This is an optimization exercise on Yosys and OpenROAD, whose aim is small area, a short achievable clock period and few clock cycles per item, not a production implementation.
Function was checked by simulation only, so behaviour that the tests miss may differ from the original.
Power is estimated from default activity; no workload was simulated.

**design/flow/config.mk**
```make
export PLATFORM = sky130hd
export DESIGN_NAME = dmem_responder
export DESIGN_NICKNAME = dmem_responder
export VERILOG_FILES = /design/flow/design.v
export SDC_FILE = /design/flow/constraint.sdc
export NUM_CORES = 4
export LEC_CHECK = 0
export CAP_MARGIN = 20
export CORE_MARGIN = 2
export CORE_UTILIZATION = 45
export CTS_BUF_LIST = sky130_fd_sc_hd__clkbuf_16
export CTS_CLUSTER_DIAMETER = 100
export CTS_CLUSTER_SIZE = 25
export SETUP_SLACK_MARGIN = 1.7
export SLEW_MARGIN = 20
export TNS_END_PERCENT = 100
```
**design/flow/constraint.sdc**
```tcl
create_clock -name core_clock -period 4.0 [get_ports {clk}]
set_input_delay 0.8000 -clock core_clock [delete_from_list [all_inputs] [get_ports {clk}]]
set_output_delay 0.8000 -clock core_clock [all_outputs]
set_load 0.01 [all_outputs]
```
**design/flow/design.v**
```verilog
package dmem_pkg;
    localparam int unsigned WORD_BYTES = 4;
    function automatic logic addr_err(input logic [31:0] addr, input int unsigned depth);
        addr_err = ((addr % WORD_BYTES) != 0) || ((addr / WORD_BYTES) >= depth);
    endfunction
endpackage
module dmem_array #(
    parameter int unsigned DEPTH  = 64,
    parameter int unsigned DATA_W = 32
) (
    input  logic              clk,
    input  logic [DEPTH-1:0]  sel,      
    input  logic              we,       
    input  logic [DATA_W-1:0] wdata,
    output logic [DATA_W-1:0] rdata
);
    logic [DATA_W-1:0] word_q [DEPTH];
    logic [DATA_W-1:0] word_rd [DEPTH];
    for (genvar w = 0; w < DEPTH; w++) begin : g_word
        always_ff @(posedge clk) begin
            if (we && sel[w]) begin
                word_q[w] <= wdata;
            end
        end
        assign word_rd[w] = word_q[w] & {DATA_W{sel[w]}};
    end
    always_comb begin
        rdata = '0;
        for (int w = 0; w < DEPTH; w++) begin
            rdata = rdata | word_rd[w];
        end
    end
endmodule
import dmem_pkg::*;
module dmem_responder #(
    parameter int unsigned DEPTH  = 64,
    parameter int unsigned DATA_W = 32
) (
    input  logic              clk,
    input  logic              reset,
    input  logic              req_valid,
    output logic              req_ready,
    input  logic              req_we,
    input  logic [31:0]       req_addr,
    input  logic [DATA_W-1:0] req_wdata,
    output logic              rsp_valid,
    input  logic              rsp_ready,
    output logic [DATA_W-1:0] rsp_rdata,
    output logic              rsp_err
);
    localparam int unsigned IDX_W = $clog2(DEPTH);
    logic              accept, req_err;
    logic [IDX_W-1:0]  idx;
    logic [DEPTH-1:0]  req_sel;
    logic              a_valid, a_hold, a_wr, a_we, a_err;
    logic [DEPTH-1:0]  a_sel;
    logic [DATA_W-1:0] a_wdata;
    logic              b_valid, s_valid;
    logic [DATA_W-1:0] s_rdata;
    logic              s_err;
    logic              a_move, take;
    logic [DATA_W-1:0] rd, res_rdata;
    assign req_err = (req_addr[1:0] != 2'b00) || (req_addr[31:2] >= DEPTH);
    assign accept = req_valid & req_ready;
    assign idx    = req_addr[IDX_W+1:2];
    logic [7:0] sel_hi, sel_lo;
    for (genvar i = 0; i < 8; i++) begin : g_pre
        assign sel_hi[i] = (idx[5:3] == 3'(i)) & ~req_err;
        assign sel_lo[i] = (idx[2:0] == 3'(i));
    end
    for (genvar w = 0; w < DEPTH; w++) begin : g_sel
        assign req_sel[w] = sel_hi[w / 8] & sel_lo[w % 8];
    end
    always_ff @(posedge clk or negedge reset) begin
        if (!reset) begin
            a_valid <= 1'b0;
            a_wr    <= 1'b0;
        end else begin
            a_valid <= a_hold | req_valid;
            a_wr    <= accept & req_we & ~req_err;
        end
    end
    always_ff @(posedge clk) begin
        if (!a_hold) begin
            a_sel <= req_sel;
            a_we  <= req_we;
            a_err <= req_err;
        end
        a_wdata <= req_wdata;
    end
    dmem_array #(
        .DEPTH  (DEPTH),
        .DATA_W (DATA_W)
    ) u_array (
        .clk   (clk),
        .sel   (a_sel),
        .we    (a_wr),
        .wdata (a_wdata),
        .rdata (rd)
    );
    assign res_rdata = a_we ? '0 : rd;
    assign a_move    = a_valid & ~a_hold;
    assign take = b_valid & rsp_ready;
    logic a_valid_n, b_valid_n, s_valid_n, full_n;
    always_comb begin
        a_valid_n = a_hold | req_valid;
        b_valid_n = b_valid;
        s_valid_n = s_valid;
        if (!b_valid || take) begin
            b_valid_n = s_valid | a_move;
            s_valid_n = 1'b0;
        end else if (a_move) begin
            s_valid_n = 1'b1;
        end
        full_n = a_valid_n & b_valid_n & s_valid_n;
    end
    always_ff @(posedge clk or negedge reset) begin
        if (!reset) begin
            b_valid   <= 1'b0;
            s_valid   <= 1'b0;
            a_hold    <= 1'b0;
            req_ready <= 1'b1;
        end else begin
            b_valid   <= b_valid_n;
            s_valid   <= s_valid_n;
            a_hold    <= full_n;
            req_ready <= ~full_n;
        end
    end
    logic              b_load, b_hold, b_from_s, b_from_a;
    logic [DATA_W-1:0] b_rdata_d;
    logic              b_err_d;
    assign b_load     = ~b_valid | rsp_ready;
    assign b_hold     = ~b_load;
    assign b_from_s   = b_load & s_valid;
    assign b_from_a   = b_load & ~s_valid;
    assign b_rdata_d  = ({DATA_W{b_hold}} & rsp_rdata)
                      | ({DATA_W{b_from_s}} & s_rdata)
                      | ({DATA_W{b_from_a}} & res_rdata);
    assign b_err_d    = (b_hold & rsp_err) | (b_from_s & s_err) | (b_from_a & a_err);
    always_ff @(posedge clk) begin
        rsp_rdata <= b_rdata_d;
        rsp_err   <= b_err_d;
        if (!s_valid) begin
            s_rdata <= res_rdata;
            s_err   <= a_err;
        end
    end
    assign rsp_valid = b_valid;
endmodule
```
**design/flow/flow/run.sh**
```bash
#!/bin/bash
# The standard layout (standard.sh) with these changes, all passed as ORFS make variables:
#  - synthesis maps the logic with an area-recovering ABC mapping followed by
#    delay-driven sizing (flow/abc_speed.script) instead of ORFS's delay-first script;
#  - the port buffers are buf_4 cells (buffer_ports -buffer_cell) rather than the
#    default pick, a slow delay buffer on this platform;
#  - timing repair may resize cells across footprints (MATCH_CELL_FOOTPRINT=0).
# Everything else is ORFS's own scripts, unchanged. make's output goes to make_finish.log,
# and each ORFS step writes its own log under orfs/logs.
set -euo pipefail
here=$(pwd)
rm -rf "$here/scripts_mod"
mkdir -p "$here/scripts_mod"
for f in "$FLOW_HOME"/scripts/*; do
    ln -s "$f" "$here/scripts_mod/"
done
rm "$here/scripts_mod/abc_speed.script"
cp "$here/flow/abc_speed.script" "$here/scripts_mod/abc_speed.script"
bash standard.sh SCRIPTS_DIR="$here/scripts_mod" \
    "BUFFER_PORTS_ARGS=-buffer_cell sky130_fd_sc_hd__buf_4" \
    MATCH_CELL_FOOTPRINT=0 \
    finish > "$here/make_finish.log" 2>&1
```
**design/flow/flow/abc_speed.script**
```
strash
&get -n
&fraig -x
&put
dc2
strash
&get -n
&dch -f
&nf
&put
buffer -p
upsize -D 1500
dnsize -D 1500
```
**design/flow/standard.sh**
```bash
#!/bin/bash
# synth_recipe.tcl (not shown) runs the flow's synth.tcl, then flattens the netlist and writes it again
# the make line also repeats each setting of config.mk as NAME=value (left out here)
make -C /OpenROAD-flow-scripts/flow DESIGN_CONFIG=/design/flow/config.mk WORK_HOME=/design/flow/orfs CLKGATE_MAP_FILE= SYNTH_SCRIPT=/design/flow/synth_recipe.tcl "${@:-finish}"
```
==> notes.md, run 1 <==
* Final setup TNS at 0 ns
* Clock Tree Root: clkbuf_16
* Leakage Power at 28.32 nW
* Post-route setup slack at between 1 and 1.5 ns
* Clk latency of the worst-skew pair at slightly above 0.8 ns
* Critical path endpoint category: flop
* Maximum clock frequency at approximately 400 MHz
* Vias in the first global route at 45.44k
* Critical path, cell by cell: buf_6 > buf_12 > a22oi_2 > nand3_1 > nor4_4 > a41oi_2 > a21o_1
* Crit Path Max Fanout at 3
* Clock slew seen by the registers of the worst setup and hold paths at between 0.1 and 0.15 ns
* Register Area at ~0.066 sq mm
* HP Class: in2reg
* Status: complete, no violations
* Setup violations, final at 0
* Hold Violations, Final at 0
* Top_reg_cell synth: edfxtp_1
* Max cap viols at 0
* Sequential Power Share at about 60%
* Antenna violations before repair at 11
* Ys async rst share at less than 1%
* Flop-to-flop setup slack at ~1.5 ns
* RSZ-0062 raised after global routing: true
* Cell area after layout at between 0.09 and 0.1 sq mm
* # DRC at 0
* First-pass GRT wire length at ~430000 microns
* Leading post-synthesis cells by cell area: edfxtp_1, a22oi_1, nand4_1
* Syn-to-layout area delta at 16.10%
* Wire per inst at slightly below 50 microns
* Count leader, synth: edfxtp_1
* Int Pwr at ~32 mW
* Synth Register Bits at 2218
* Sequential share of the synthesized area at a little over four fifths
* Worst slack, placed at between 0.8 and 0.9 ns
* Router iterations before antenna repair at 9
* Total power at between 40 and 50 mW
* Worst Tran Pin Value at between 1 and 1.5 ns
* Largest net degree at the start of global routing at between 60 and 70
* CP required at about 4.7 ns
* Area of the multi-input gates at 0.01231 sq mm
* Clock Sinks at approximately 2.2k
* Critical Path AT at around 3.2 ns
* Starting Density at between 40% and 50%
* Clk buf depth at 3
* Sw frac at 25.93%
* Core box area at around 0.17 sq mm
* Sw Pwr at about 11 mW
* Slew headroom at 32.57%
* Clock Skew at 0.07976 ns
* Synth top area share at between 80% and 90%
* CTS buffer count at 100
* Peak supply drop at roughly 350 uV
* CTS tree: built
* Antenna-violating nets left at 0
* Die width at approximately 420 microns
* Synth warn at 4
* Routed Wire Length at 331600 microns
* Die H at about 420 microns
* Placed inst area at approximately 0.084 sq mm
* Via count at ~50k
* Routability Congestion at 0.9033
* Post-layout util at between 50% and 60%
* Startpoint types: flop
* Vias per cell at 7.315
* CTS H-Tree Depth at 3
* Post-synth EDFFs at between 2k and 2.5k
* Ports at between 100 and 150
* Syn nets at approximately 4.1k
* CP Class: reg2reg
* Final period util at 63.08%
* Final slew viol count at 0
* Global-route usage over all layers at between 30% and 40%
* Layout fillers at between 10k and 15k
* Final Net Count at roughly 4.5k
* Share of post-route cells with drive strength above 1 at 20.41%
* PD cells at 477.5 mW/mm^2
* Port bufs at about 100
* Post-synthesis instance total at roughly 4.0k
* Die ar. at 0.1764 sq mm
* Gr ovfl total at 0
* Worst path max stage delay at around 0.58 ns
* Crit path max-delay cell type: a22oi_2
* Synth area leader: edfxtp_1
* Unique masters post-synth at 28
* Synth Area per Inst at 19.38 sq um
* Clock power frac at between 20% and 30%
* Cell area after synthesis at 0.07789 sq mm
* Post-DP HPWL at around 180000 microns
* Logic pwr share at approximately 12%
* Row count at between 150 and 200
* DR iter-0 viols at between 10k and 15k
* Commonest cells in the netlist: edfxtp_1, a22oi_1, nand4_1, clkbuf_1, nor2_1
* Fin crit period at around 2.5 ns
==> critical path: cells and delay by family (launching register included) <==
kind | cells | cell delay, ns
AO/OA/AOI/OAI | 3 | 1.05
flip-flops | 1 | 0.46
buffers and inverters | 2 | 0.30
AND/OR/NAND/NOR | 2 | 0.59
==> what timing repair did <==
item                                    4_1_cts  5_1_grt
endpoints found under the hold margin         6        0
pin swaps                                    65      110
setup buffers                               105       54
endpoints found under the setup margin     1139       98
hold buffers                                  1        0
gates resized for setup                     132      167
gates cloned                                  9        4
==> per-layer routing <==
metal  vias up  part of all wire [%]  track usage, %
li1      17980                     -               -
met1     25660                    33           48.59
met2      5515                    42           52.79
met3      1163                    18           13.83
met4        14                   7.0           20.70
met5         -                 0.052          0.2223
==> final timing paths <==
check / start / end / cells past startpoint
setup / recovery: a_sel[14] / rsp_rdata[22] / 7
hold / removal: req_wdata[28] / a_wdata[28] / 1
setup reg to reg: a_sel[14] / rsp_rdata[22] / 7
hold reg to reg: a_err / s_err / 0
max in group asynchronous: reset / req_ready / 2
min in group asynchronous: reset / s_valid / 2
==> area by class of cell <==
cell class	instances	share of cell area (%)
Multi-Input combinational cell	1582	13.62
Inverter	4	0.01660
Clock inverter	88	0.5091
Sequential cell	2218	73.01
Timing Repair Buffer	558	6.808
Tap cell	2310	3.196
Antenna cell	19	0.05257
Clock buffer	101	2.795
==> flip-flops by register name (all words and copies together), names as in the netlist, 32 cells and up <==
register	count
u_array.word_q	2048
a_sel	64
a_wdata	32
rsp_rdata	32
s_rdata	32
==> cell usage in the layout, fill, tap and decap left out, types with 5 or more instances in the layout <==
master     Yosys  layout
edfxtp_1    2147    2147
a22oi_1      911     833
buf_4          0     369
nand4_1      231     231
buf_12         0     122
clkbuf_16      0     111
inv_1          4      80
a22oi_2        0      78
nor2_1        71      69
a222oi_1      67      67
buf_6          0      48
a22o_1        37      37
and2_2         0      36
dfxtp_1       65      33
a21o_1        32      32
and2_4         0      30
nor4_2         0      27
nand2_1       26      25
dfxtp_4        0      23
nor4_4         0      21
diode_2        0      19
nor4_1        65      17
nand3_1       18      17
a21oi_2        0      13
a21oi_1       27      11
dfxtp_2        0       9
nor3_2         0       6
a221oi_1       5       5
dfrtp_1        5       5
buf_8          0       5
==> stage by stage <==
step                hold slack, ns  std cells
detailed placement          0.4529       6499
floorplan                   0.4262       4019
finish                     0.09817       6880
CTS                        0.06687       6803
global placement            0.4511       6497
global route               0.07460       6861
==> power groups by stage <==
stage | logic (mW) | registers, mW | clock network (mW)
after detailed placement | 3.83 | 26.7 | 0
after global placement | 3.82 | 26.7 | 0
final | 4.99 | 26.1 | 12.1
after CTS | 4.40 | 26.1 | 12.0
after floorplan | 1.52 | 26.5 | 0
after global routing | 4.93 | 26.1 | 12.7
==> cells by family after synthesis <==
kind of cell,after synthesis,share of synthesized area [%]
flops,2218,84.64
compound gates,1085,10.65
simple gates,495,3.646
buf+inv,221,1.065
Testbench counts, summed over its fixed seeds: cycles 12,016, items 12,000.
==> inputs of run 2 (changes only) <==
--- a/design/flow/design.v
+++ b/design/flow/design.v
@@ -63,3 +63,3 @@
     assign req_err = (req_addr[1:0] != 2'b00) || (req_addr[31:2] >= DEPTH);
-    assign accept = req_valid & req_ready;
+    assign accept = req_valid & ~a_hold;
     assign idx    = req_addr[IDX_W+1:2];
--- a/design/flow/flow/run.sh
+++ b/design/flow/flow/run.sh
@@ -6,3 +6,5 @@
 #    default pick, a slow delay buffer on this platform;
-#  - timing repair may resize cells across footprints (MATCH_CELL_FOOTPRINT=0).
+#  - timing repair may resize cells across footprints (MATCH_CELL_FOOTPRINT=0);
+#  - besides the platform's own don't-use cells, the slow high-stack cells (a222oi,
+#    a2111o(i), a311o(i), a41o(i), nor4*, or4*, o2111*, o311*, o41*) are not used.
 # Everything else is ORFS's own scripts, unchanged. make's output goes to make_finish.log,
@@ -10,2 +12,97 @@
 set -euo pipefail
+dont_use=(
+    sky130_fd_sc_hd__probe_p_8
+    sky130_fd_sc_hd__probec_p_8
+    sky130_fd_sc_hd__lpflow_bleeder_1
+    sky130_fd_sc_hd__lpflow_clkbufkapwr_1
+    sky130_fd_sc_hd__lpflow_clkbufkapwr_16
+    sky130_fd_sc_hd__lpflow_clkbufkapwr_2
+    sky130_fd_sc_hd__lpflow_clkbufkapwr_4
+    sky130_fd_sc_hd__lpflow_clkbufkapwr_8
+    sky130_fd_sc_hd__lpflow_clkinvkapwr_1
+    sky130_fd_sc_hd__lpflow_clkinvkapwr_16
+    sky130_fd_sc_hd__lpflow_clkinvkapwr_2
+    sky130_fd_sc_hd__lpflow_clkinvkapwr_4
+    sky130_fd_sc_hd__lpflow_clkinvkapwr_8
+    sky130_fd_sc_hd__lpflow_decapkapwr_12
+    sky130_fd_sc_hd__lpflow_decapkapwr_3
+    sky130_fd_sc_hd__lpflow_decapkapwr_4
+    sky130_fd_sc_hd__lpflow_decapkapwr_6
+    sky130_fd_sc_hd__lpflow_decapkapwr_8
+    sky130_fd_sc_hd__lpflow_inputiso0n_1
+    sky130_fd_sc_hd__lpflow_inputiso0p_1
+    sky130_fd_sc_hd__lpflow_inputiso1n_1
+    sky130_fd_sc_hd__lpflow_inputiso1p_1
+    sky130_fd_sc_hd__lpflow_inputisolatch_1
+    sky130_fd_sc_hd__lpflow_isobufsrc_1
+    sky130_fd_sc_hd__lpflow_isobufsrc_16
+    sky130_fd_sc_hd__lpflow_isobufsrc_2
+    sky130_fd_sc_hd__lpflow_isobufsrc_4
+    sky130_fd_sc_hd__lpflow_isobufsrc_8
+    sky130_fd_sc_hd__lpflow_isobufsrckapwr_16
+    sky130_fd_sc_hd__lpflow_lsbuf_lh_hl_isowell_tap_1
+    sky130_fd_sc_hd__lpflow_lsbuf_lh_hl_isowell_tap_2
+    sky130_fd_sc_hd__lpflow_lsbuf_lh_hl_isowell_tap_4
+    sky130_fd_sc_hd__lpflow_lsbuf_lh_isowell_4
+    sky130_fd_sc_hd__lpflow_lsbuf_lh_isowell_tap_1
+    sky130_fd_sc_hd__lpflow_lsbuf_lh_isowell_tap_2
+    sky130_fd_sc_hd__lpflow_lsbuf_lh_isowell_tap_4
+    sky130_fd_sc_hd__a2111o_1
+    sky130_fd_sc_hd__a2111o_2
+    sky130_fd_sc_hd__a2111o_4
+    sky130_fd_sc_hd__a2111oi_0
+    sky130_fd_sc_hd__a2111oi_1
+    sky130_fd_sc_hd__a2111oi_2
+    sky130_fd_sc_hd__a2111oi_4
+    sky130_fd_sc_hd__a222oi_1
+    sky130_fd_sc_hd__a311o_1
+    sky130_fd_sc_hd__a311o_2
+    sky130_fd_sc_hd__a311o_4
+    sky130_fd_sc_hd__a311oi_1
+    sky130_fd_sc_hd__a311oi_2
+    sky130_fd_sc_hd__a311oi_4
+    sky130_fd_sc_hd__a41o_1
+    sky130_fd_sc_hd__a41o_2
+    sky130_fd_sc_hd__a41o_4
+    sky130_fd_sc_hd__a41oi_1
+    sky130_fd_sc_hd__a41oi_2
+    sky130_fd_sc_hd__a41oi_4
+    sky130_fd_sc_hd__nor4_1
+    sky130_fd_sc_hd__nor4_2
+    sky130_fd_sc_hd__nor4_4
+    sky130_fd_sc_hd__nor4b_1
+    sky130_fd_sc_hd__nor4b_2
+    sky130_fd_sc_hd__nor4b_4
+    sky130_fd_sc_hd__nor4bb_1
+    sky130_fd_sc_hd__nor4bb_2
+    sky130_fd_sc_hd__nor4bb_4
+    sky130_fd_sc_hd__o2111a_1
+    sky130_fd_sc_hd__o2111a_2
+    sky130_fd_sc_hd__o2111a_4
+    sky130_fd_sc_hd__o2111ai_1
+    sky130_fd_sc_hd__o2111ai_2
+    sky130_fd_sc_hd__o2111ai_4
+    sky130_fd_sc_hd__o311a_1
+    sky130_fd_sc_hd__o311a_2
+    sky130_fd_sc_hd__o311a_4
+    sky130_fd_sc_hd__o311ai_0
+    sky130_fd_sc_hd__o311ai_1
+    sky130_fd_sc_hd__o311ai_2
+    sky130_fd_sc_hd__o311ai_4
+    sky130_fd_sc_hd__o41a_1
+    sky130_fd_sc_hd__o41a_2
+    sky130_fd_sc_hd__o41a_4
+    sky130_fd_sc_hd__o41ai_1
+    sky130_fd_sc_hd__o41ai_2
+    sky130_fd_sc_hd__o41ai_4
+    sky130_fd_sc_hd__or4_1
+    sky130_fd_sc_hd__or4_2
+    sky130_fd_sc_hd__or4_4
+    sky130_fd_sc_hd__or4b_1
+    sky130_fd_sc_hd__or4b_2
+    sky130_fd_sc_hd__or4b_4
+    sky130_fd_sc_hd__or4bb_1
+    sky130_fd_sc_hd__or4bb_2
+    sky130_fd_sc_hd__or4bb_4
+)
 here=$(pwd)
@@ -21,2 +118,3 @@
     MATCH_CELL_FOOTPRINT=0 \
+    "DONT_USE_CELLS=${dont_use[*]}" \
     finish > "$here/make_finish.log" 2>&1
--- a/design/flow/config.mk
+++ b/design/flow/config.mk
@@ -9,3 +9,3 @@
 export CORE_MARGIN = 2
-export CORE_UTILIZATION = 45
+export CORE_UTILIZATION = 42
 export CTS_BUF_LIST = sky130_fd_sc_hd__clkbuf_16
@@ -13,3 +13,3 @@
 export CTS_CLUSTER_SIZE = 25
-export SETUP_SLACK_MARGIN = 1.7
+export SETUP_SLACK_MARGIN = 1.75
 export SLEW_MARGIN = 20
==> run 2 against run 1 <==
Synthesized cell count grew 1.7%. Combinational power down 8.4%. Setup slack improved by 0.17 ns. Critical endpoint is now u_array.word_q[9][26]. Clock skew decreased by 0.035 ns. Flip-flop and latch count unchanged. Still clean.
==> notes.md, run 2 <==
* Status: complete, no violations
* Most frequent cell on the critical path: buf_4
* Hold endpoint: a_wdata[9]
* Vias in the first global route at 45.48k (+0.095%)
* Buf+Inv Stages, Crit Path at 2 (unchanged)
* # DRC at 0 (unchanged)
* Synth Area in Compound Gates at 10.73% (+0.083 points)
* Levels on crit path at 3 (-4)
* Critical path endpoint category: flop
* Ports at 104 (unchanged)
* Top_reg_cell synth: edfxtp_1
* Row count at 158 (+3.9%)
* Clk buf depth at 3 (unchanged)
* Hold wc startpoint: req_wdata[9]
* DRT met1 WL at 110500 microns (+1.2%)
* Synth area leader: edfxtp_1
* Die ar. at 0.1903 sq mm (+7.9%)
* Synth Register Bits at 2218 (unchanged)
* CP Class: reg2reg
* Clk latency of the worst-skew pair at 0.80 ns (-0.02 ns)
* Final period util at 58.87% (-4.2 points)
* RR Endpoint: u_array.word_q[9][26]
* Gr ovfl total at 0 (unchanged)
* Core box area at 0.1856 sq mm (+8.1%)
* Peak supply drop at 435.5 uV (+25%)
* Clock slew seen by the registers of the worst setup and hold paths at 0.10 ns (about the same)
* Syn nets at 4155 (+1.6%)
* Clock Sinks at 2218 (unchanged)
* CTS buffer count at 101 (+1.0%)
* Most common cell after layout, fill and taps aside: edfxtp_1
* Largest net degree at the start of global routing at 65 (-3.0%)
* Share of post-route cells with drive strength above 1 at 16.70% (-3.7 points)
* Post-synth EDFFs at 2147 (unchanged)
* Port bufs at 103 (unchanged)
* Unique masters post-synth at 27 (-3.6%)
* Clock Skew at 0.04478 ns (-0.03498 ns)
* Highest metal used: met5
* Commonest cells in the netlist: edfxtp_1, a22oi_1, clkbuf_1, nand4_1, nor2_1
* Worst Tran Pin Value at 1.197 ns (+0.1883 ns)
* Sequential share of the synthesized area at 84.01% (-0.62 points)
* Die width at 436.2 microns (+3.9%)
* Syn-to-layout area delta at 13.74%
* Ys async rst share at 0.2705% (unchanged)
* Routability Congestion at 0.8930 (-1.1%)
* Hold path cells at 1 (unchanged)
* Biggest regs: u_array.word_q (2048), a_sel (64)
* Critical path's top delay family: simple AND/OR/NAND/NOR gates
* Count leader, synth: edfxtp_1
* Flop-to-flop setup slack at 1.65 ns (+0.17 ns)
* Wire length on met2 at 142900 microns (+2.1%)
* Via count at 50.45k (+0.25%)
* Starting Density at 42.27% (-3.1 points)
* Critical Path AT at 2.83 ns (-0.37 ns)
* RSZ-0062 raised after global routing: true
* Cell area after synthesis at 0.07847 sq mm (+0.74%)
* Critical path, cell by cell: buf_4 > and2_2 > buf_4
* Setup violations, final at 0 (unchanged)
* Adder-cell share of the synthesized area at 0% (unchanged)
* Synth Area per Inst at 19.20 sq um (-0.91%)
* Global-route usage over all layers at 34.17% (-2.8 points)
* Final setup TNS at 0 ns (unchanged)
* Synth top area share at 82.16% (-0.61 points)
* Vias per cell at 7.180 (-1.8%)
* Die H at 436.2 microns (+3.9%)
* First-pass GRT wire length at 431500 microns (+0.92%)
* Antenna violations before repair at 12 (+1)
* Slew headroom at 20.18% (-12 points)
* HP Class: in2reg
* Clock Tree Root: clkbuf_16
* Max reg flops at 2048 (unchanged)
* Hold Violations, Final at 0 (unchanged)
* Maximum clock frequency at 424.6 MHz (+7.1%)
* Crit path max-delay cell type: and2_2
* Met3 routed WL at 55250 microns (-6.4%)
* Antenna-violating nets left at 0 (unchanged)
* WHS at 0.1020 ns (+0.003829 ns)
* Leading post-synthesis cells by cell area: edfxtp_1, a22oi_1, dfxtp_1
* CTS H-Tree Depth at 3 (unchanged)
* CP required at 4.48 ns (-0.20 ns)
* Final Net Count at 4518 (-0.33%)
* PD cells at 482.1 mW/mm^2 (+0.97%)
* Largest family of logic cells by synthesized area: compound AO/OA/AOI/OAI gates
* DR iter-0 viols at 11.14k (-9.5%)
* Leakage Power at 27.66 nW (-2.3%)
* Post-synthesis instance total at 4086 (+1.7%)
* Multiplexer area fraction after synthesis at 0% (unchanged)
* Startpoint types: flop
* Synth warn at 4 (unchanged)
* Max cap viols at 0 (unchanged)
* Post-DP HPWL at 183500 microns (+0.89%)
* Most frequent cells in the layout: edfxtp_1, a22oi_1, buf_4, nand4_1, nor2_1
* R2R cell count at 3 (-4)
* Router iterations before antenna repair at 6 (-3)
* CTS tree: built
* Fin crit period at 2.355 ns (-0.1682 ns)
* Most flop-heavy register: u_array.word_q
* Worst path max stage delay at 0.93 ns (+0.35 ns)
* Final slew viol count at 0 (unchanged)
* Synth Area in Simple Gates at 4.195% (+0.55 points)
* Wire per inst at 47.41 microns (-1.6%)
* Worst r2r src: a_sel[9]
* Crit Path Max Fanout at 15 (+12)
* XOR/XNOR Fraction of Synth Area at 0% (unchanged)
* Routed Wire Length at 333100 microns (+0.44%)
-- run 2: cell count changes in the layout (fill, tap and decap cells not counted), sizes merged, moves of 65 or more --
cell | previous run | this run
buf | 546 | 473
and4 | 3 | 97
nor4 | 65 | 0
a22oi | 911 | 1025
a222oi | 67 | 0
nor2 | 71 | 139
nand4 | 231 | 163
-- run 2: how the worst max path moves through the flow --
| stage | start | to | slack, ns |
|---|---|---|---|
| after detailed placement | a_sel[8] | s_rdata[31] | 0.55 |
| final | a_sel[9] | u_array.word_q[9][26] | 1.65 |
| after floorplan | a_sel[63] | u_array.word_q[63][0] | 1.78 |
| after CTS | a_sel[37] | rsp_rdata[14] | 1.74 |
| after global routing | a_sel[0] | rsp_rdata[6] | 1.71 |
| after global placement | a_sel[8] | s_rdata[31] | 0.53 |
-- run 2: report_power, final --
group | leakage (nW) | internal, mW | switching, mW
combinational | 5.83 | 1.43 | 3.14
sequential | 20.1 | 25.7 | 0.537
clock | 1.70 | 4.86 | 7.39
-- run 2: metal layers --
layer,GRT usage [%],up-vias
met2,49.82,5416
li1,-,17940
met4,20.60,8
met3,11.16,1107
met5,0,-
met1,44.56,25970
-- run 2: worst register-to-register path, stage by stage, from the launching register on --
cell      delay [ns]
edfxtp_1        0.40
buf_4           0.31
and2_2          0.94
buf_4           0.40
-- run 2: layout make-up --
cell class	count	area, sq um
Sequential cell	2218	66060
Multi-Input combinational cell	1649	12110
Antenna cell	19	47.55
Tap cell	2480	3103
Timing Repair Buffer	475	4907
Fill cell	15200	96380
Clock buffer	102	2552
Inverter	4	18.77
Clock inverter	79	459.2
-- run 2: repair_timing --
item	in CTS	in global routing
buffers inserted	111	5
cloned	2	0
endpoints found under the setup margin	1243	56
gates resized for setup	76	43
endpoints found under the hold margin	5	0
hold buffers	1	0
pin swaps	4	7
-- run 2: per-stage QoR --
stage / util [%] / power (mW) / setup slack, ns / area [sq um] / std cells
after floorplan: - / 28.09 / 1.783 / 78470 / 4086
after global placement: 45.47 / 30.65 / 0.5288 / 84410 / 6698
after detailed placement: 45.56 / 30.70 / 0.5539 / 84570 / 6707
after CTS: 47.91 / 42.60 / 1.745 / 88940 / 7002
after global routing: 48.05 / 43.56 / 1.713 / 89200 / 7008
final: 48.08 / 43.03 / 1.645 / 89250 / 7026
-- run 2: logic make-up (layout without fill, tap and decap cells) --
| logic type | after synthesis | count (layout) |
|---|---|---|
| AOI/OAI and AO/OA | 1122 | 1122 |
| and+or+nand+nor | 525 | 527 |
| DFF | 2218 | 2218 |
| buffers and inverters | 221 | 660 |
| other | 0 | 19 |
Testbench counts of run 2, summed over its fixed seeds: cycles 12,016, items 12,000.
==> inputs of run 3 (changes only) <==
--- a/design/flow/design.v
+++ b/design/flow/design.v
@@ -121,3 +121,2 @@
             a_hold    <= 1'b0;
-            req_ready <= 1'b1;
         end else begin
@@ -126,4 +125,6 @@
             a_hold    <= full_n;
-            req_ready <= ~full_n;
         end
+    end
+    always_ff @(posedge clk) begin
+        req_ready <= ~full_n;
     end
--- a/design/flow/config.mk
+++ b/design/flow/config.mk
@@ -13,3 +13,3 @@
 export CTS_CLUSTER_SIZE = 25
-export SETUP_SLACK_MARGIN = 1.75
+export SETUP_SLACK_MARGIN = 1.9
 export SLEW_MARGIN = 20
==> run 3 against run 2 <==
Clock skew shrank 0.0010 ns. Area after synthesis is essentially flat. Flip-flop and latch count is the same. Highest routed layer unchanged. Final cell count grew 0.36%. Clock power is essentially flat.
==> notes.md, run 3 <==
* Post-synth EDFFs at 2147 (unchanged)
* Syn nets at 4155 (unchanged)
* CP Class: reg2reg
* Clk buf depth at 3 (unchanged)
* Register Area at 0.06607 sq mm (about the same)
* Port bufs at 103 (unchanged)
* Vias per cell at 7.172 (-0.11%)
* Clock slew seen by the registers of the worst setup and hold paths at 0.10 ns (about the same)
* Maximum clock frequency at 439.0 MHz (+3.4%)
* Synth warn at 4 (unchanged)
* Hold Violations, Final at 0 (unchanged)
* Clock Skew at 0.04373 ns (-0.001043 ns)
* Clk latency of the worst-skew pair at 0.79 ns (about the same)
* Die ar. at 0.1903 sq mm (about the same)
* Synth top area share at 82.17% (about the same)
* HP Class: in2reg
* Cell area after layout at 0.09035 sq mm (+1.2%)
* Cell area after synthesis at 0.07846 sq mm (about the same)
* CP required at 4.43 ns (-0.05 ns)
* Final slew viol count at 0 (unchanged)
* PD cells at 477.2 mW/mm^2 (-1.0%)
* Crit Path Max Fanout at 23 (+8)
* Post-route setup slack at 1.722 ns (+0.07723 ns)
* Max cap viols at 0 (unchanged)
* RSZ-0062 raised after global routing: true
* Via count at 50.57k (+0.24%)
* Post-DP HPWL at 183500 microns (about the same)
* Ports at 104 (unchanged)
* Routability Congestion at 0.9027 (+1.1%)
* # DRC at 0 (unchanged)
* Core box area at 0.1854 sq mm (-0.11%)
* Router iterations before antenna repair at 8 (+2)
* Fin crit period at 2.278 ns (-0.07723 ns)
* Placed inst area at 0.08470 sq mm (+0.14%)
* Biggest regs: u_array.word_q (2048), a_sel (64)
* Routed Wire Length at 336100 microns (+0.92%)
* Antenna-violating nets left at 0 (unchanged)
* Critical path endpoint category: flop
* Area of the multi-input gates at 0.01271 sq mm (+5.0%)
* Status: complete, no violations
* Count leader, synth: edfxtp_1
* Setup violations, final at 0 (unchanged)
* Worst slack, placed at 1.085 ns (+0.5313 ns)
* Most flop-heavy register: u_array.word_q
* Synth area leader: edfxtp_1
* Wire per inst at 47.67 microns (+0.56%)
* Final Net Count at 4547 (+0.64%)
* Syn-to-layout area delta at 15.16%
* Clock Sinks at 2218 (unchanged)
* Post-layout util at 48.73% (+0.65 points)
* Die width at 436.2 microns (about the same)
* Synth Register Bits at 2218 (unchanged)
* Starting Density at 42.31% (about the same)
* Worst Tran Pin Value at 1.111 ns (-0.08646 ns)
* Die H at 436.2 microns (about the same)
* CTS H-Tree Depth at 3 (unchanged)
* Share of post-route cells with drive strength above 1 at 19.78% (+3.1 points)
* Most common cell after layout, fill and taps aside: edfxtp_1
* First-pass GRT wire length at 432800 microns (+0.30%)
* Antenna violations before repair at 18 (+6)
* Synth Area per Inst at 19.20 sq um (about the same)
* CTS tree: built
* Global-route usage over all layers at 34.31% (+0.13 points)
* Top_reg_cell synth: edfxtp_1
* Vias in the first global route at 45.46k (-0.055%)
* Clock Tree Root: clkbuf_16
* Final setup TNS at 0 ns (unchanged)
* CTS buffer count at 101 (unchanged)
* Max reg flops at 2048 (unchanged)
* Largest net degree at the start of global routing at 67 (+3.1%)
* Slew headroom at 25.94% (+5.8 points)
* Gr ovfl total at 0 (unchanged)
* Commonest cells in the netlist: edfxtp_1, a22oi_1, clkbuf_1, nand4_1, nor2_1
* Peak supply drop at 373.9 uV (-14%)
* Most frequent cells in the layout: edfxtp_1, a22oi_1, buf_4, nand4_1, nor2_1
* WHS at 0.1109 ns (+0.008935 ns)
* Layout fillers at 15.22k (+0.14%)
* Leakage Power at 27.98 nW (+1.1%)
* Final period util at 56.94% (-1.9 points)
* Ys async rst share at 0.2254% (-0.045 points)
* DR iter-0 viols at 11.24k (+0.96%)
* Row count at 158 (unchanged)
* Critical Path AT at 2.71 ns (-0.12 ns)
* Post-synthesis instance total at 4086 (unchanged)
* Unique masters post-synth at 26 (-3.7%)
* Sequential share of the synthesized area at 84.01% (about the same)
* Leading post-synthesis cells by cell area: edfxtp_1, a22oi_1, dfxtp_1
* Startpoint types: flop
run 3: cell types whose count changed in the layout (fill, tap and decap cells not counted), sizes merged:
cell      previous run  this run
inv                 73        81
clkbuf             103       105
buf                473       497
clkinv               5         4
diode               19        11
dfxtp               65        66
bufinv               2         0
and2                66        69
dfstp                1         0
clkinvlp             3         2
run 3: kinds of logic after synthesis:
family / count (synthesis) / share of synthesized area [%]
and+or+nand+nor: 525 / 4.196
DFF: 2218 / 84.01
buffers and inverters: 221 / 1.057
AOI/OAI and AO/OA: 1122 / 10.74
run 3: worst paths after layout:
check	start	endpoint	depth (start not counted)	slack, ns
setup / recovery	a_sel[37]	u_array.word_q[37][14]	6	1.72
hold / removal	req_wdata[15]	a_wdata[15]	1	0.11
setup reg to reg	a_sel[37]	u_array.word_q[37][14]	6	1.72
hold reg to reg	a_err	s_err	0	0.46
max in group asynchronous	reset	a_valid	2	3.56
min in group asynchronous	reset	b_valid	2	0.34
run 3: routing by layer:
metal	vias up	share of wire [%]	GRT usage, %	wire length [microns]
met5	-	0.023	0	76
met4	14	7.7	21.69	25870
met3	1173	16	10.83	54780
met2	5456	43	50.17	144400
met1	25940	33	44.42	111000
li1	17990	-	-	-
run 3: per-stage QoR:
stage / power, mW / instances
6_report: 43.12 / 7051
3_5_place_dp: 30.70 / 6725
2_1_floorplan: 28.09 / 4086
4_1_cts: 42.56 / 7017
5_1_grt: 43.66 / 7043
3_3_place_gp: 30.67 / 6720
run 3: cell type report:
type                    count  share of cell area, %
flip-flops and latches   2218                  73.12
multi-input cells        1652                  14.07
repair buffers            501                  6.038
well taps                2480                  3.434
clock buffers             102                  2.825
clock inverters            83                 0.4597
diodes                     11                0.03046
inverters                   4                0.02077
run 3: power by group:
group          internal (mW)  switching [mW]
Combinational           1.56            3.26
Clock                   4.74            7.38
Sequential              25.7           0.487
Total                   32.0            11.1
run 3: timing repair:
| action | 4_1_cts | 5_1_grt |
|---|---|---|
| setup buffers | 103 | 19 |
| gates resized for setup | 227 | 145 |
| cloned | 3 | 4 |
| hold endpoints to repair | 5 | 0 |
| pin swaps | 20 | 66 |
| setup endpoints to repair | 1124 | 428 |
| hold buffers | 1 | 0 |
run 3: worst max-delay path, stage by stage, from the launching register on:
cell and delay [ns]:
edfxtp_1 0.35, buf_6 0.17, buf_4 0.16, buf_12 0.19, buf_8 0.21, and2_2 0.46, buf_12 0.33
Testbench counts of run 3, summed over its fixed seeds: cycles 12,016, items 12,000.
==> inputs of run 4 (changes only) <==
--- a/design/flow/design.v
+++ b/design/flow/design.v
@@ -11,4 +11,4 @@
     input  logic              clk,
-    input  logic [DEPTH-1:0]  sel,      
-    input  logic              we,       
+    input  logic [DEPTH-1:0]  rsel,     
+    input  logic [DEPTH-1:0]  wsel,     
     input  logic [DATA_W-1:0] wdata,
@@ -20,3 +20,3 @@
         always_ff @(posedge clk) begin
-            if (we && sel[w]) begin
+            if (wsel[w]) begin
                 word_q[w] <= wdata;
@@ -24,3 +24,3 @@
         end
-        assign word_rd[w] = word_q[w] & {DATA_W{sel[w]}};
+        assign word_rd[w] = word_q[w] & {DATA_W{rsel[w]}};
     end
@@ -54,4 +54,4 @@
     logic [DEPTH-1:0]  req_sel;
-    logic              a_valid, a_hold, a_wr, a_we, a_err;
-    logic [DEPTH-1:0]  a_sel;
+    logic              a_valid, a_hold, a_err;
+    logic [DEPTH-1:0]  a_rsel, a_wsel;
     logic [DATA_W-1:0] a_wdata;
@@ -61,3 +61,3 @@
     logic              a_move, take;
-    logic [DATA_W-1:0] rd, res_rdata;
+    logic [DATA_W-1:0] res_rdata;
     assign req_err = (req_addr[1:0] != 2'b00) || (req_addr[31:2] >= DEPTH);
@@ -76,6 +76,4 @@
             a_valid <= 1'b0;
-            a_wr    <= 1'b0;
         end else begin
             a_valid <= a_hold | req_valid;
-            a_wr    <= accept & req_we & ~req_err;
         end
@@ -83,6 +81,8 @@
     always_ff @(posedge clk) begin
+        a_wsel <= req_sel & {DEPTH{accept & req_we}};
+    end
+    always_ff @(posedge clk) begin
         if (!a_hold) begin
-            a_sel <= req_sel;
-            a_we  <= req_we;
-            a_err <= req_err;
+            a_rsel <= req_sel & {DEPTH{~req_we}};
+            a_err  <= req_err;
         end
@@ -95,8 +95,7 @@
         .clk   (clk),
-        .sel   (a_sel),
-        .we    (a_wr),
+        .rsel  (a_rsel),
+        .wsel  (a_wsel),
         .wdata (a_wdata),
-        .rdata (rd)
+        .rdata (res_rdata)
     );
-    assign res_rdata = a_we ? '0 : rd;
     assign a_move    = a_valid & ~a_hold;
==> run 4 against run 3 <==
Still clean on timing, DRC and antenna. Clock power barely moved. Area after synthesis rose by 1.6%. Via count fell by 2.1%. Sequential power rose by 2%. Hold slack got worse by 0.0063 ns. Final area barely moved. Setup slack improved by 0.0016 ns. Fmax barely moved. Sequential share of layout area rose by 1.5 points. Die area rose by 1.6%. Critical path type unchanged.
==> notes.md, run 4 <==
* Most common cell after layout, fill and taps aside: edfxtp_1
* CTS buffer count at 101 (unchanged)
* # DRC at 0 (unchanged)
* Clock Sinks at 2280 (+2.8%)
* Leakage Power at 27.45 nW (-1.9%)
* Top_reg_cell synth: edfxtp_1
* Setup violations, final at 0 (unchanged)
* Ports at 104 (unchanged)
* Starting Density at 42.37% (+0.058 points)
* Maximum clock frequency at 439.3 MHz (about the same)
* Hold wc startpoint: req_wdata[30]
* Biggest regs: u_array.word_q (2048), a_rsel (64), a_wsel (64)
* Crit path max-delay cell type: edfxtp_1
* Worst path max stage delay at 0.49 ns (+0.03 ns)
* Router iterations before antenna repair at 6 (-2)
* Routed Wire Length at 316000 microns (-6.0%)
* Clock slew seen by the registers of the worst setup and hold paths at 0.10 ns (about the same)
* Worst slack, placed at 1.348 ns (+0.2629 ns)
* Vias per cell at 6.994 (-2.5%)
* DR iter-0 viols at 10.57k (-6.0%)
* Commonest cells in the netlist: edfxtp_1, a22oi_1, clkbuf_1, nand4_1, nor3_1
* Flop-to-flop setup slack at 1.72 ns (about the same)
* Share of post-route cells with drive strength above 1 at 18.97% (-0.81 points)
* Cell area after synthesis at 0.07974 sq mm (+1.6%)
* Most frequent cells in the layout: edfxtp_1, a22oi_1, buf_4, nand4_1, clkbuf_16
* Fin crit period at 2.276 ns (-0.001600 ns)
* Unique masters post-synth at 27 (+3.8%)
* Worst r2r src: a_rsel[26]
* Synth warn at 4 (unchanged)
* Antenna violations before repair at 23 (+5)
* Hold endpoint: a_wdata[30]
* Cell Count, Final, Fillers Out at 7078 (+0.38%)
* CP Class: reg2reg
* Clock Tree Root: clkbuf_16
* Count leader, synth: edfxtp_1
* Syn-to-layout area delta at 13.29%
* Hold Violations, Final at 0 (unchanged)
* CTS tree: built
* PD cells at 480.4 mW/mm^2 (+0.66%)
* Status: complete, no violations
* Clk buf depth at 3 (unchanged)
* RR Endpoint: rsp_rdata[0]
* Layout fillers at 15.58k (+2.4%)
* Routability Congestion at 0.8965 (-0.69%)
* Row count at 159 (+0.63%)
* Most flop-heavy register: u_array.word_q
* Max reg flops at 2048 (unchanged)
* Clk latency of the worst-skew pair at 0.80 ns (about the same)
* Clock Skew at 0.06310 ns (+0.01937 ns)
* HP Class: in2reg
* Gr ovfl total at 0 (unchanged)
* Die width at 439.7 microns (+0.81%)
* CP required at 4.65 ns (+0.22 ns)
* Sequential share of the synthesized area at 84.20% (+0.19 points)
* Final setup TNS at 0 ns (unchanged)
* Post-route setup slack at 1.724 ns (+0.001600 ns)
* Die ar. at 0.1934 sq mm (+1.6%)
* Synth top area share at 80.81% (-1.4 points)
* Synth Register Bits at 2280 (+2.8%)
* Crit Path Max Fanout at 16 (-30%)
* Post-synth EDFFs at 2146 (-0.047%)
* Synth area leader: edfxtp_1
* Final period util at 56.90% (about the same)
* Via count at 49.51k (-2.1%)
* Max cap viols at 0 (unchanged)
* Critical Path AT at 2.92 ns (+0.21 ns)
* Ys async rst share at 0.1754% (-0.050 points)
* Critical path, cell by cell: buf_8 > a22oi_1 > nand4_1 > and4b_1 > a31oi_1 > a221o_1
* First-pass GRT wire length at 410300 microns (-5.2%)
* Startpoint types: flop
* Wire per inst at 44.65 microns (-6.3%)
* Leading post-synthesis cells by cell area: edfxtp_1, a22oi_1, dfxtp_1
* Worst Tran Pin Value at 1.292 ns (+0.1813 ns)
* RSZ-0062 raised after global routing: true
* Largest net degree at the start of global routing at 65 (-3.0%)
* Post-synthesis instance total at 4170 (+2.1%)
* Global-route usage over all layers at 31.88% (-2.4 points)
* Final Net Count at 4554 (+0.15%)
* Slew headroom at 13.85% (-12 points)
* Die H at 439.7 microns (+0.81%)
* Antenna-violating nets left at 0 (unchanged)
* Syn nets at 4239 (+2.0%)
* Vias in the first global route at 44.73k (-1.6%)
* Critical path endpoint category: flop
* Hold path cells at 1 (unchanged)
* Synth Area per Inst at 19.12 sq um (-0.42%)
* Final slew viol count at 0 (unchanged)
* Port bufs at 103 (unchanged)
* Post-DP HPWL at 174900 microns (-4.7%)
* Core box area at 0.1882 sq mm (+1.5%)
* CTS H-Tree Depth at 3 (unchanged)
* Cell count after placement at 6766 (+0.61%)
* R2R cell count at 6 (unchanged)
* Peak supply drop at 387.3 uV (+3.6%)
==> run 4: cell count changes after synthesis, moves of 7 or more <==
| cell | previous run | this run |
|---|---|---|
| nor3_1 | 4 | 132 |
| a221o_1 | 0 | 32 |
| nor2_1 | 139 | 74 |
| and2_1 | 64 | 1 |
| clkbuf_1 | 210 | 224 |
| nand3_1 | 5 | 36 |
| a22o_1 | 32 | 0 |
| buf_1 | 7 | 14 |
| a21o_1 | 32 | 0 |
| dfxtp_1 | 66 | 130 |
==> run 4: cell type report <==
class	instances	area, sq um	area share [%]
Clock buffer	103	2577	2.853
Tap cell	2495	3122	3.456
Timing Repair Buffer	450	4337	4.800
Clock inverter	86	380.4	0.4210
Multi-Input combinational cell	1648	12450	13.78
Antenna cell	12	30.03	0.03324
Inverter	4	18.77	0.02078
Sequential cell	2280	67420	74.64
==> run 4: worst max path at each step <==
| stage | depth (start not counted) | end | from |
|---|---|---|---|
| finish | 6 | rsp_rdata[0] | a_rsel[26] |
| floorplan | 7 | rsp_rdata[10] | rsp_ready |
| global route | 6 | rsp_rdata[0] | a_rsel[26] |
| CTS | 1 | rsp_rdata[4] | rsp_rdata[4] |
| detailed placement | 6 | rsp_rdata[6] | a_rsel[55] |
| global placement | 7 | rsp_rdata[15] | a_rsel[10] |
==> run 4: logic make-up (layout without fill, tap and decap cells) <==
kind of cell	Yosys count	in the layout	synth area share [%]
AO/OA/AOI/OAI	1091	1091	10.32
other	0	12	0
AND/OR/NAND/NOR	557	557	4.342
buffers and inverters	242	643	1.139
flip-flops	2280	2280	84.20
==> run 4: power breakdown <==
group	total [mW]	switching, mW	internal [mW]
combinational	4.48	3.03	1.45
clock	12.1	7.38	4.75
sequential	26.8	0.512	26.3
==> run 4: per-stage QoR <==
stage                     area, sq um  hold WS (ns)  power [mW]  utilization, %
after CTS                       89610       0.07817       42.93           47.62
after floorplan                 80160        0.4264       28.70               -
after global routing            90320       0.09655       44.05           47.99
after global placement          85270        0.4521       31.06           45.31
final                           90340        0.1046       43.40           48.00
after detailed placement        85420        0.4539       31.11           45.39
==> run 4: routing by layer <==
| metal | GRT usage [%] | vias to the layer above | part of all wire (%) |
|---|---|---|---|
| met4 | 15.59 | 16 | 6.2 |
| met1 | 42.75 | 25720 | 34 |
| met3 | 9.313 | 866 | 16 |
| met2 | 47.66 | 4688 | 44 |
| li1 | - | 18220 | - |
| met5 | 0 | - | 0.035 |
==> run 4: worst max-delay path: cells and delay by family, from the launching register on <==
kind | cells | cell delay, ns
compound gates | 3 | 0.67
buf+inv | 1 | 0.25
flops | 1 | 0.49
simple gates | 2 | 0.73
==> run 4: what timing repair did <==
| action | CTS | global route |
|---|---|---|
| pin swaps | 4 | 41 |
| setup endpoints to repair | 98 | 60 |
| gates resized for setup | 155 | 117 |
| gates cloned | 3 | 2 |
| hold endpoints to repair | 4 | 0 |
| setup buffers | 84 | 19 |
| hold buffers | 1 | 0 |
Testbench counts of run 4, summed over its fixed seeds: cycles 12,016, items 12,000.
==> inputs of run 5 (changes only) <==
--- a/design/flow/config.mk
+++ b/design/flow/config.mk
@@ -9,3 +9,3 @@
 export CORE_MARGIN = 2
-export CORE_UTILIZATION = 42
+export CORE_UTILIZATION = 50
 export CTS_BUF_LIST = sky130_fd_sc_hd__clkbuf_16
==> run 5 against run 4 <==
Still clean on timing, DRC and antenna. Utilization rose by 9.5 points. Global-route usage rose by 6.4 points. Setup slack improved by 0.044 ns. Clock skew rose by 0.0076 ns. Combinational power rose by 8.3%. Final area rose by 0.73%. Synthesized cell count did not move. Sequential share of layout area fell by 0.55 points. Clock-buffer cell count rose by 2. Hold slack got worse by 0.013 ns. Total power rose by 0.99%. Die area fell by 16%. Critical endpoint is now rsp_rdata[10]. Largest power group unchanged. Highest routed layer unchanged.
==> notes.md, run 5 <==
* Status: complete, no violations
* Unique masters post-synth at 27 (unchanged)
* Most frequent cells in the layout: edfxtp_1, a22oi_1, buf_4, nand4_1, clkbuf_16
* Sw frac at 25.36% (+0.18 points)
* Antenna violations before repair at 15 (-35%)
* Synth Area per Inst at 19.12 sq um (unchanged)
* Hold Violations, Final at 0 (unchanged)
* Synth area leader: edfxtp_1
* Startpoint types: flop
* Global-route usage over all layers at 38.28% (+6.4 points)
* Final slew viol count at 0 (unchanged)
* Peak supply drop at 410.1 uV (+5.9%)
* WHS at 0.09199 ns (-0.01265 ns)
* Critical path's top delay family: simple AND/OR/NAND/NOR gates
* Fin crit period at 2.232 ns (-0.04378 ns)
* CTS tree: built
* Wire per inst at 47.50 microns (+6.4%)
* Syn-to-layout area delta at 14.11%
* Max cap viols at 0 (unchanged)
* Syn nets at 4239 (unchanged)
* Most flop-heavy register: u_array.word_q
* Total power at 43.82 mW (+0.99%)
* Biggest regs: u_array.word_q (2048), a_rsel (64), a_wsel (64)
* Final setup TNS at 0 ns (unchanged)
* Clk latency of the worst-skew pair at 0.80 ns (about the same)
* CTS buffer count at 102 (+0.99%)
* Vias per cell at 7.424 (+6.1%)
* Synth Area in Compound Gates at 10.32% (unchanged)
* Synth warn at 4 (unchanged)
* Clock slew seen by the registers of the worst setup and hold paths at 0.10 ns (about the same)
* XOR/XNOR Fraction of Synth Area at 0% (unchanged)
* Critical Path AT at 2.90 ns (-0.02 ns)
* RSZ-0062 raised after global routing: true
* Post-DP HPWL at 170400 microns (-2.6%)
* # DRC at 0 (unchanged)
* Clk buf depth at 3 (unchanged)
* Die H at 403.4 microns (-8.3%)
* Die ar. at 0.1627 sq mm (-16%)
* Int Pwr at 32.71 mW (+0.74%)
* Post-synth EDFFs at 2146 (unchanged)
* Largest family of logic cells by synthesized area: compound AO/OA/AOI/OAI gates
* Logic pwr share at 11.1% (+0.8 points)
* Clock Sinks at 2280 (unchanged)
* Core box area at 0.1584 sq mm (-16%)
* Clock Skew at 0.07074 ns (+0.007643 ns)
* Post-synthesis instance total at 4170 (unchanged)
* Antenna-violating nets left at 0 (unchanged)
* Commonest cells in the netlist: edfxtp_1, a22oi_1, clkbuf_1, nand4_1, nor3_1
* Synth top area share at 80.81% (unchanged)
* Crit path max-delay cell type: edfxtp_1
* Ports at 104 (unchanged)
* Port bufs at 103 (unchanged)
* Top_reg_cell synth: edfxtp_1
* Setup violations, final at 0 (unchanged)
* Cell area after synthesis at 0.07974 sq mm (unchanged)
* PD cells at 481.6 mW/mm^2 (+0.26%)
* Sequential Power Share at 61.0% (-0.7 points)
* Max reg flops at 2048 (unchanged)
* First-pass GRT wire length at 411500 microns (+0.28%)
* Row count at 146 (-8.2%)
* Sequential share of the synthesized area at 84.20% (unchanged)
* CP Class: reg2reg
* Worst Tran Pin Value at 1.322 ns (+0.03026 ns)
* Starting Density at 50.35% (+8.0 points)
* Leakage Power at 27.81 nW (+1.3%)
* DR iter-0 viols at 10.56k (-0.076%)
* Critical path, cell by cell: buf_12 > a22oi_1 > and4_1 > and4b_4 > a31oi_4 > a221o_1
* Synth Register Bits at 2280 (unchanged)
* Via count at 49.68k (+0.34%)
* Ys async rst share at 0.1754% (unchanged)
* Gr ovfl total at 0 (unchanged)
* HP Class: in2reg
* Buf+Inv Stages, Crit Path at 1 (unchanged)
* Routability Congestion at 0.8795 (-1.9%)
* Critical path endpoint category: flop
* Clock Tree Root: clkbuf_16
* Maximum clock frequency at 448.0 MHz (+2.0%)
* Vias in the first global route at 44.75k (+0.045%)
* Synth Area in Simple Gates at 4.342% (unchanged)
* Leading post-synthesis cells by cell area: edfxtp_1, a22oi_1, dfxtp_1
* Slew headroom at 11.83% (-2.0 points)
* Sw Pwr at 11.12 mW (+1.7%)
* Adder-cell share of the synthesized area at 0% (unchanged)
* Routed Wire Length at 317800 microns (+0.55%)
* CTS H-Tree Depth at 3 (unchanged)
* Share of post-route cells with drive strength above 1 at 20.79% (+1.8 points)
* Most common cell after layout, fill and taps aside: edfxtp_1
* Largest net degree at the start of global routing at 65 (unchanged)
* CP required at 4.67 ns (+0.02 ns)
* Die width at 403.4 microns (-8.3%)
* Multiplexer area fraction after synthesis at 0% (unchanged)
* Count leader, synth: edfxtp_1
* Crit Path Max Fanout at 21 (+5)
* Layout fillers at 11.76k (-25%)
* Final Net Count at 4591 (+0.81%)
* Worst path max stage delay at 0.56 ns (+0.07 ns)
* Clock power frac at 28.0% (about the same)
* Router iterations before antenna repair at 6 (unchanged)
* Final period util at 55.81% (-1.1 points)
==> run 5: kinds of logic after synthesis <==
family                 after synthesis
AO/OA/AOI/OAI                     1091
buffers and inverters              242
flip-flops                        2280
AND/OR/NAND/NOR                    557
==> run 5: layer usage <==
metal	track usage (%)	vias to the layer above	wire length (microns)
met2	54.73	4839	135500
met1	52.48	25700	109700
met4	18.36	16	18690
met3	13.60	806	53620
met5	0	-	322
li1	-	18320	-
==> run 5: power groups by stage <==
stage | clock [mW] | combinational [mW] | sequential [mW]
3_3_place_gp | 0 | 3.80 | 27.3
3_5_place_dp | 0 | 3.83 | 27.3
5_1_grt | 12.9 | 4.81 | 26.7
2_1_floorplan | 0 | 1.62 | 27.1
6_report | 12.3 | 4.85 | 26.7
4_1_cts | 12.2 | 4.36 | 26.7
==> run 5: layout make-up <==
type	count	area (sq um)	area share [%]
clock inverters	84	379.1	0.4166
clock buffers	105	2628	2.888
multi-input cells	1648	12770	14.04
diodes	12	30.03	0.03300
flip-flops and latches	2280	67420	74.09
inverters	4	18.77	0.02063
repair buffers	486	5154	5.664
well taps	2072	2592	2.849
==> run 5: worst paths after layout <==
kind / from / end / depth (start not counted) / slack (ns)
worst max-delay path: a_rsel[15] / rsp_rdata[10] / 6 / 1.77
worst min-delay path: req_wdata[29] / a_wdata[29] / 1 / 0.09
worst max register to register: a_rsel[15] / rsp_rdata[10] / 6 / 1.77
worst min register to register: s_rdata[2] / rsp_rdata[2] / 1 / 0.48
max in group asynchronous: reset / a_hold / 2 / 3.51
min in group asynchronous: reset / a_valid / 2 / 0.39
==> run 5: what timing repair did <==
item | in CTS | in global routing
cloned | 6 | 7
gates resized for setup | 223 | 162
pin swaps | 40 | 94
hold buffers | 1 | 0
endpoints found under the setup margin | 214 | 61
endpoints found under the hold margin | 4 | 0
buffers inserted | 112 | 38
==> run 5: per-stage QoR <==
stage                     std cells  worst slack, ns  cell area [sq um]  utilization, %
after global placement         6324           0.4765              84840           53.57
after detailed placement       6326            1.008              84890           53.60
final                          6691            1.768              91000           57.45
after CTS                      6634            1.795              89760           56.68
after global routing           6681            1.731              90970           57.44
after floorplan                4170            1.842              80160               -
==> inputs of run 6 (changes only) <==
--- a/design/flow/config.mk
+++ b/design/flow/config.mk
@@ -9,3 +9,3 @@
 export CORE_MARGIN = 2
-export CORE_UTILIZATION = 50
+export CORE_UTILIZATION = 42
 export CTS_BUF_LIST = sky130_fd_sc_hd__clkbuf_16
@@ -13,3 +13,3 @@
 export CTS_CLUSTER_SIZE = 25
-export SETUP_SLACK_MARGIN = 1.9
+export SETUP_SLACK_MARGIN = 2.0
 export SLEW_MARGIN = 20
==> run 6 against run 5 <==
Combinational power up 0.8%. First-iteration DRC count down 1.6%. Critical endpoint is now rsp_rdata[5]. Largest cell class unchanged. Utilization down 8.6 points. Routed wire length up 2.7%. Critical path depth unchanged. Register-to-register slack worse by 0.098 ns. Flip-flop and latch count unchanged. Non-clock buffer count up 11. Fmax down 4.2%. Final cell count up 6.6%.
==> notes.md, run 6 <==
* Status: complete, no violations
* Wire per inst at 45.77 microns (-3.6%)
* Synth warn at 4 (unchanged)
* Unique masters post-synth at 27 (unchanged)
* Logic pwr share at 11.1% (about the same)
* CTS buffer count at 103 (+0.98%)
* HP Class: in2reg
* Syn-to-layout area delta at 15.18%
* Critical path endpoint: rsp_rdata[5]
* Vias per cell at 7.019 (-5.5%)
* Register Area at 0.06745 sq mm (about the same)
* Syn nets at 4239 (unchanged)
* Final setup TNS at 0 ns (unchanged)
* Synth Area per Inst at 19.12 sq um (unchanged)
* Row count at 159 (+8.9%)
* Final slew viol count at 0 (unchanged)
* Clock Skew at 0.05480 ns (-0.01594 ns)
* CP startpoint: a_rsel[2]
* CP Class: reg2reg
* Starting Density at 42.37% (-8.0 points)
* DR iter-0 viols at 10.39k (-1.6%)
* Slew headroom at 16.21% (+4.4 points)
* Count leader, synth: edfxtp_1
* Crit Path Max Fanout at 3 (-86%)
* Final period util at 58.25% (+2.4 points)
* Leading post-synthesis cells by cell area: edfxtp_1, a22oi_1, dfxtp_1
* Ports at 104 (unchanged)
* Synth top area share at 80.81% (unchanged)
* Fin crit period at 2.330 ns (+0.09778 ns)
* Gr ovfl total at 0 (unchanged)
* Clk latency of the worst-skew pair at 0.81 ns (about the same)
* Final Net Count at 4603 (+0.26%)
* Die ar. at 0.1934 sq mm (+19%)
* Die H at 439.7 microns (+9.0%)
* Clock slew seen by the registers of the worst setup and hold paths at 0.10 ns (about the same)
* Routed Wire Length at 326400 microns (+2.7%)
* CTS tree: built
* RSZ-0062 raised after global routing: true
* Flop-to-flop setup slack at 1.67 ns (-0.10 ns)
* Core box area at 0.1882 sq mm (+19%)
* Area of the multi-input gates at 0.01281 sq mm (+0.30%)
* Int Pwr at 32.80 mW (+0.29%)
* # DRC at 0 (unchanged)
* Synth area leader: edfxtp_1
* Sw frac at 25.59% (+0.23 points)
* Worst Tran Pin Value at 1.257 ns (-0.06566 ns)
* Setup violations, final at 0 (unchanged)
* Critical path endpoint category: flop
* Via count at 50.05k (+0.75%)
* Biggest regs: u_array.word_q (2048), a_rsel (64), a_wsel (64)
* WHS at 0.09365 ns (+0.001669 ns)
* CP required at 4.67 ns (about the same)
* Vias in the first global route at 45.58k (+1.9%)
* Die width at 439.7 microns (+9.0%)
* Ys async rst share at 0.1754% (unchanged)
* Total power at 44.08 mW (+0.59%)
* Max cap viols at 0 (unchanged)
* Share of post-route cells with drive strength above 1 at 21.44% (+0.64 points)
* Sequential Power Share at 60.7% (-0.3 points)
* Largest net degree at the start of global routing at 65 (unchanged)
* Critical Path AT at 3.00 ns (+0.10 ns)
* RR Endpoint: rsp_rdata[5]
* Clock Tree Root: clkbuf_16
* R2R cell count at 6 (unchanged)
* PD cells at 479.9 mW/mm^2 (-0.34%)
* Max reg flops at 2048 (unchanged)
* Hold Violations, Final at 0 (unchanged)
* Clock power frac at 28.2% (+0.2 points)
* Synth Register Bits at 2280 (unchanged)
* Antenna-violating nets left at 0 (unchanged)
* Most flop-heavy register: u_array.word_q
* Layout fillers at 15.50k (+32%)
* Startpoint types: flop
* Sequential share of the synthesized area at 84.20% (unchanged)
* Clock Sinks at 2280 (unchanged)
* Most frequent cells in the layout: edfxtp_1, a22oi_1, buf_4, nand4_1, clkbuf_16
* Router iterations before antenna repair at 6 (unchanged)
* Peak supply drop at 389.9 uV (-4.9%)
* CTS H-Tree Depth at 3 (unchanged)
* Worst r2r src: a_rsel[2]
* Cell area after synthesis at 0.07974 sq mm (unchanged)
* Port bufs at 103 (unchanged)
* Maximum clock frequency at 429.2 MHz (-4.2%)
* First-pass GRT wire length at 421000 microns (+2.3%)
* Most common cell after layout, fill and taps aside: edfxtp_1
* Routability Congestion at 0.8809 (+0.16%)
* Global-route usage over all layers at 32.92% (-5.4 points)
* Top_reg_cell synth: edfxtp_1
* Commonest cells in the netlist: edfxtp_1, a22oi_1, clkbuf_1, nand4_1, nor3_1
* Sw Pwr at 11.28 mW (+1.5%)
* Post-synthesis instance total at 4170 (unchanged)
* Leakage Power at 27.97 nW (+0.56%)
* Post-DP HPWL at 175800 microns (+3.1%)
* Clk buf depth at 3 (unchanged)
* Post-synth EDFFs at 2146 (unchanged)
* Antenna violations before repair at 16 (+1)
-- run 6: cell counts after synthesis --
No cell type changed its count.
-- run 6: power by group through the flow --
| stage | sequential, mW | clock [mW] | combinational, mW |
|---|---|---|---|
| 2_1_floorplan | 27.1 | 0 | 1.62 |
| 5_1_grt | 26.8 | 13.1 | 4.86 |
| 3_3_place_gp | 27.4 | 0 | 3.73 |
| 3_5_place_dp | 27.4 | 0 | 3.79 |
| 4_1_cts | 26.8 | 12.3 | 4.44 |
| 6_report | 26.7 | 12.4 | 4.89 |
-- run 6: area by class of cell --
type / count / area share [%]
inverter: 4 / 0.02043
clock buffer: 105 / 2.861
sequential: 2280 / 73.43
timing repair buffer: 497 / 5.800
multi-input combinational: 1648 / 13.95
clock inverter: 89 / 0.5027
antenna: 13 / 0.03542
tap: 2495 / 3.399
-- run 6: through the flow --
stage | utilization, % | worst slack [ns] | std cells | area [sq um]
2_1_floorplan | - | 1.888 | 4170 | 80200
3_3_place_gp | 45.38 | 1.339 | 6769 | 85410
3_5_place_dp | 45.45 | 1.356 | 6775 | 85540
4_1_cts | 48.28 | 1.800 | 7083 | 90860
5_1_grt | 48.79 | 1.718 | 7122 | 91830
6_report | 48.81 | 1.670 | 7131 | 91850
-- run 6: how the worst min path moves through the flow --
stage	from	to	slack [ns]	cells past startpoint
global route	req_wdata[24]	a_wdata[24]	0.1	1
floorplan	a_err	s_err	0.43	0
detailed placement	s_rdata[16]	rsp_rdata[16]	0.46	1
finish	req_wdata[21]	a_wdata[21]	0.09	1
CTS	req_wdata[24]	a_wdata[24]	0.07	1
global placement	s_rdata[17]	rsp_rdata[17]	0.45	1
-- run 6: timing repair --
action                                  4_1_cts  5_1_grt
hold endpoints to repair                      4        0
gates resized for setup                     295      130
setup buffers                               103       30
pin swaps                                    58       84
cloned                                       10        4
endpoints found under the setup margin       99      146
hold buffers                                  1        0
-- run 6: logic make-up after synthesis --
| family | after synthesis | share of synthesized area, % |
|---|---|---|
| buf+inv | 242 | 1.139 |
| simple gates | 557 | 4.342 |
| flops | 2280 | 84.20 |
| compound gates | 1091 | 10.32 |
-- run 6: critical path, stage by stage (launching register included) --
cell and delay, ns:
edfxtp_1 0.50, buf_6 0.19, a22oi_2 0.52, nand4_1 0.27, and4b_2 0.38, a31oi_1 0.09
a221o_1 0.26
-- run 6: metal layers --
metal	part of all wire, %	global-route usage (%)	vias to the layer above	wire (microns)
met1	33	42.78	25750	107800
li1	-	-	18340	-
met4	7.4	19.52	10	24030
met5	0.019	0	-	61
met2	44	48.96	4899	142600
met3	16	9.878	1053	51900

-- port drivers added, routing unchanged --
Ports are ideal in the flow. The routed layouts listed here were re-timed in OpenROAD.
Step 1 assumes that a clkbuf_16 drives the clock port and a buf_2 every other input.
Step 2 moves the port delays by t, midway between the first and last clock arrival at a register: inputs arrive t later, outputs are due t later. That takes back most of the time a late clock gives input paths.
a / b / c = ideal / step 1 / step 2; a / b = the first two.
run | t (ns) | setup WS [ns] | pins driven straight from the clock port
run 1 | 0.876 | 1.477 / 1.477 / 1.167 | 1
run 2 | 0.855 | 1.645 / 1.645 / 1.416 | 1
run 3 | 0.851 | 1.722 / 1.722 / 1.286 | 1
run 4 | 0.849 | 1.724 / 1.714 / 1.421 | 1
run 5 | 0.855 | 1.768 / 1.709 / 1.132 | 1
run 6 | 0.861 | 1.670 / 1.670 / 1.357 | 1
After both steps every run listed still meets setup and hold. For run 5, which loses most, drivers alone change the setup slack by -0.059 ns; drivers and shift together by -0.636 ns.
